From an optimization exercise on the open Yosys and OpenROAD flow, aimed at small area, a short achievable clock period and few clock cycles; shortcuts taken in it are not production practice.
Only simulation tests tie the RTL to the original design; equivalence was not proved.
Power and IR drop assume default switching activity.

==> 04-17: inputs <==
// isp_top
module isp_top (
    input  logic             clk,
    input  logic             rst_n,
    input  logic             in_valid,
    input  logic             in_mode,
    input  isp_pkg::ratio_t  in_ratio_mode,
    input  logic             pix_valid,
    input  isp_pkg::beat_t   pix_data,
    output logic             busy,
    output logic             out_valid,
    output isp_pkg::result_t out_data
);
clock: 8.0 ns
lec_check: 0
abc_area: 1
cap_margin: 20
core_margin: 2
core_utilization: 60
cts_cluster_diameter: 80
cts_cluster_size: 30
setup_slack_margin: 5
slew_margin: 20
standard.sh (not shown) runs the stock make flow with config.mk's settings and CLKGATE_MAP_FILE= SYNTH_SCRIPT=/design/flow/synth_recipe.tcl, a recipe that flattens the netlist after the stock synthesis.
==> flow/flow/run.sh <==
#!/bin/bash
# The standard layout (standard.sh), with plain buffers (buf_1) on the
# ports instead of the delay buffers buffer_ports picks by default, and
# timing repair aimed at a setup slack of 5.2 ns.
set -euo pipefail
mkdir -p logs
export BUFFER_PORTS_ARGS="-buffer_cell sky130_fd_sc_hd__buf_1"
bash standard.sh SETUP_SLACK_MARGIN=5.2 finish > logs/standard.log 2>&1
==> inputs of 10-11, as changes to 04-17 <==
--- a/flow/design.v
+++ b/flow/design.v
@@ -38,97 +38,116 @@
         PH_ROT,       
         PH_SETTLE,    
         PH_DIV        
     } phase_t;
     phase_t     phase;
     logic [1:0] pass;
     logic [3:0] e;            
     logic [3:0] cnt;
-    assign rot = (phase == PH_ROT);
+    logic       last_step;
+    assign rot       = (phase == PH_ROT);
+    assign last_step = (pass == 2'd2) && (e == 4'd9);
     always_ff @(posedge clk or negedge rst_n) begin
         if (!rst_n) begin
             phase <= PH_IDLE;
-            pass  <= '0;
-            e     <= '0;
-            cnt   <= '0;
             done  <= 1'b0;
         end else begin
             done <= 1'b0;
             if (start) begin
                 phase <= PH_ROT;
-                pass  <= '0;
-                e     <= '0;
             end else begin
                 case (phase)
-                    PH_ROT: begin
-                        e <= (e == 4'd11) ? 4'd0 : e + 4'd1;
-                        if (e == 4'd11) begin
-                            pass <= pass + 2'd1;
-                        end
-                        if (pass == 2'd2 && e == 4'd10) begin
-                            phase <= PH_SETTLE;
-                            cnt   <= '0;
-                        end
-                    end
-                    PH_SETTLE: begin
-                        cnt <= cnt + 4'd1;
-                        if (cnt == 4'd4) begin
-                            phase <= PH_DIV;
-                            cnt   <= 4'd8;
-                        end
-                    end
+                    PH_ROT:    if (last_step) phase <= PH_SETTLE;
+                    PH_SETTLE: if (cnt == 4'd4) phase <= PH_DIV;
                     PH_DIV: begin
-                        cnt <= cnt - 4'd1;
                         if (cnt == 4'd0) begin
                             phase <= PH_IDLE;
                             done  <= 1'b1;
                         end
                     end
                     default: ;
                 endcase
             end
         end
     end
-    logic [2:0] r;
-    logic       h;
-    logic       r14, r13, r23, r2;
-    logic [7:0] opa [2];
-    logic [7:0] opb [2];
+    logic [1:0] pass_n;
+    logic [3:0] e_n;
+    always_comb begin
+        pass_n = pass;
+        e_n    = e;
+        if (start) begin
+            pass_n = '0;
+            e_n    = '0;
+        end else if (rot) begin
+            e_n = (e == 4'd11) ? 4'd0 : e + 4'd1;
+            if (e == 4'd11) begin
+                pass_n = pass + 2'd1;
+            end
+        end
+    end
+    always_ff @(posedge clk) begin
+        pass <= pass_n;
+        e    <= e_n;
+        case (phase)
+            PH_ROT:    cnt <= '0;
+            PH_SETTLE: cnt <= (cnt == 4'd4) ? 4'd8 : cnt + 4'd1;
+            PH_DIV:    cnt <= cnt - 4'd1;
+            default: ;
+        endcase
+    end
+    logic [2:0] rn;
+    logic       hn;
+    logic       r14, r13, r23, r2, r04;
+    logic       vd  [2];
+    logic       c4d [2];
+    logic       c2d [2];
+    logic [1:0] sel;          
     logic       val [2];
     logic       c4  [2];
     logic       c2  [2];
-    assign r   = e[3:1];
-    assign h   = e[0];
-    assign r14 = (r >= 3'd1) && (r <= 3'd4);
-    assign r13 = (r >= 3'd1) && (r <= 3'd3);
-    assign r23 = (r == 3'd2) || (r == 3'd3);
-    assign r2  = (r == 3'd2);
+    logic [7:0] opa [2];
+    logic [7:0] opb [2];
+    assign rn  = e_n[3:1];
+    assign hn  = e_n[0];
+    assign r14 = (rn >= 3'd1) && (rn <= 3'd4);
+    assign r13 = (rn >= 3'd1) && (rn <= 3'd3);
+    assign r23 = (rn == 3'd2) || (rn == 3'd3);
+    assign r2  = (rn == 3'd2);
+    assign r04 = (rn <= 3'd4);
     always_comb begin
-        case (pass)
+        case (pass_n)
             2'd0: begin
-                opa[0] = t0;  opb[0] = t1;
-                opa[1] = t1;  opb[1] = t2;
-                val[0] = 1'b1;  c4[0] = h && r14;   c2[0] = 1'b0;
-                val[1] = 1'b1;  c4[1] = !h && r14;  c2[1] = 1'b0;
+                vd[0] = 1'b1;  c4d[0] = hn && r14;   c2d[0] = 1'b0;
+                vd[1] = 1'b1;  c4d[1] = !hn && r14;  c2d[1] = 1'b0;
             end
             2'd1: begin
-                opa[0] = t0;  opb[0] = u0;
-                opa[1] = t2;  opb[1] = u2;
-                val[0] = (r <= 3'd4);  c4[0] = h && r13;   c2[0] = h && r2;
-                val[1] = (r <= 3'd4);  c4[1] = !h && r13;  c2[1] = !h && r2;
+                vd[0] = r04;   c4d[0] = hn && r13;   c2d[0] = hn && r2;
+                vd[1] = !hn;   c4d[1] = !hn && r14;  c2d[1] = !hn && r23;
             end
             default: begin
-                opa[0] = t2;  opb[0] = n0;
-                opa[1] = t1;  opb[1] = u1;
-                val[0] = !h;           c4[0] = !h && r14;  c2[0] = !h && r23;
-                val[1] = (r <= 3'd4);  c4[1] = r13;        c2[1] = 1'b0;
+                vd[0] = r04;   c4d[0] = r13;         c2d[0] = 1'b0;
+                vd[1] = r04;   c4d[1] = !hn && r13;  c2d[1] = !hn && r2;
             end
         endcase
     end
+    always_ff @(posedge clk) begin
+        sel <= {pass_n == 2'd2, pass_n == 2'd1};
+        for (int j = 0; j < 2; j++) begin
+            val[j] <= vd[j];
+            c4[j]  <= c4d[j];
+            c2[j]  <= c2d[j];
+        end
+    end
+    always_comb begin
+        opa[0] = sel[1] ? t1 : t0;
+        opb[0] = sel[1] ? u1 : (sel[0] ? u0 : t1);
+        opa[1] = t2;
+        opb[1] = sel[1] ? u2 : (sel[0] ? n0 : t1);
+    end
     logic [8:0] sd  [2];
     logic [7:0] dq  [2];
     logic       iq  [2];
     logic       q4m [2];
     logic       q2m [2];
     always_comb begin
         for (int j = 0; j < 2; j++) begin
             sd[j] = {1'b0, opa[j]} + {1'b0, ~opb[j]};
@@ -263,18 +282,16 @@
     end
 endmodule
 `default_nettype wire
 `timescale 1ns/1ps
 `default_nettype none
 module isp_exposure_acc (
     input  logic          clk,
     input  logic [127:0]  x,
-    input  logic          en,      
-    input  logic          sh,      
     output logic [10:0]   sa,
     output logic [10:0]   sb
 );
     logic s1;
     logic c2;
     logic s3;
     logic c4;
     logic s5;
@@ -833,18 +850,18 @@
         q185 <= c120;
         q186 <= s127;
         q187 <= c78;
         q188 <= c80;
         q189 <= c122;
         q190 <= c124;
         q191 <= c126;
         q192 <= c128;
-        sa <= !en ? '0 : sh ? {1'b0, c254, s281, s279, s277, s275, s273, s271, s269, s255, s225} : {c254, s281, s279, s277, s275, s273, s271, s269, s255, s225, q129};
-        sb <= !en ? '0 : sh ? {1'b0, c282, c280, c278, c276, c274, c272, c270, 1'b0, 1'b0, 1'b0} : {c282, c280, c278, c276, c274, c272, c270, 1'b0, 1'b0, 1'b0, q130};
+        sa <= {c254, s281, s279, s277, s275, s273, s271, s269, s255, s225, q129};
+        sb <= {c282, c280, c278, c276, c274, c272, c270, 1'b0, 1'b0, 1'b0, q130};
     end
 endmodule
 `default_nettype wire
 `timescale 1ns/1ps
 `default_nettype none
 module isp_top (
     input  logic             clk,
     input  logic             rst_n,
@@ -921,23 +938,21 @@
             end
             xbits[8*i + 7] = !sat && pix_data[8*i + 7];
         end
     end
     logic [10:0] sa, sb;
     isp_exposure_acc i_tree (
         .clk (clk),
         .x   (xbits),
-        .en  (v1),
-        .sh  (!g1),
         .sa  (sa),
         .sb  (sb)
     );
     logic        v1, v2, e3;
-    logic        first1, first2, last1, last2, g1;
+    logic        first1, first2, last1, last2, g1, g2;
     logic [18:0] acc;     
     always_ff @(posedge clk or negedge rst_n) begin
         if (!rst_n) begin
             v1    <= 1'b0;
             v2    <= 1'b0;
             last1 <= 1'b0;
             last2 <= 1'b0;
             e3    <= 1'b0;
@@ -948,17 +963,20 @@
             last2 <= last1;
             e3    <= v2 && last2;
         end
     end
     always_ff @(posedge clk) begin
         first1 <= pix_valid && (bcnt == 8'd0);
         first2 <= first1;
         g1     <= green0;
-        acc <= (first2 ? 19'd0 : acc) + 19'(sa) + 19'(sb);
+        g2     <= g1;
+        acc <= (first2 ? 19'd0 : acc)
+             + (!v2 ? 19'd0 : g2 ? 19'(sa) : 19'(sa[10:1]))
+             + (!v2 ? 19'd0 : g2 ? 19'(sb) : 19'(sb[10:1]));
     end
     logic [7:0] expo_res;
     always_comb begin
         case (rratio)
             2'd0:    expo_res = {2'b0, acc[18:13]};
             2'd1:    expo_res = {1'b0, acc[18:12]};
             2'd2:    expo_res = acc[18:11];
             default: expo_res = acc[17:10];
==> flow/flow/run.sh (replaced) <==
#!/bin/bash
# The standard layout (standard.sh), with plain buffers (buf_1) on the
# ports instead of the delay buffers buffer_ports picks by default, and
# timing repair aimed at a setup slack of 5 ns.
set -euo pipefail
mkdir -p logs
export BUFFER_PORTS_ARGS="-buffer_cell sky130_fd_sc_hd__buf_1"
bash standard.sh SETUP_SLACK_MARGIN=5 finish > logs/standard.log 2>&1
==> summary of the runs <==
Against 10-11, the global-route usage of 04-17 is higher by 1.8 points. Sequential cell count: 04-17 is lower than 10-11 (8). In 10-11 the final cell count is lower than in 04-17, by about 2.8%. Clock power is about the same in 10-11 and 04-17. Between 04-17 and 10-11, the lower first-iteration DRC count is in 10-11 (gap 2.2%, measured against 10-11).
Testbench counts of 04-17, summed over its fixed seeds: cycles 18,629.
Testbench counts of 10-11, summed over its fixed seeds: cycles 18,626.

what the ideal ports hide:
How much do the figures lean on ideal ports? The routed layouts below were timed once more, with nothing changed but the port constraints. Step 1: set_driving_cell puts a clkbuf_16 on clk and a buf_2 on each other input, an assumption about the parent block. Step 2 moves the port delays by t, midway between the first and last clock arrival at a register: inputs arrive t later, outputs are due t later. That takes back most of the time a late clock gives input paths. a / b / c = ideal ports / drivers / drivers and shift; a / b = the first two.
run | t, ns | slack for setup (ns) | hold WS [ns] | slew at the worst register clock pin (ns) | worst data-port slew with drivers (ns)
04-17 | 0.644 | 5.102 / 5.102 / 4.649 | 0.332 / 0.332 / 0.332 | 0.11 / 0.11 | 0.06
10-11 | 0.633 | 5.094 / 5.115 / 4.483 | 0.336 / 0.336 / 0.336 | 0.11 / 0.11 | 0.05
After both steps setup and hold are still met in every run listed. The setup slack of 10-11, which loses most, moves by +0.021 ns with the drivers and by -0.611 ns with both steps.
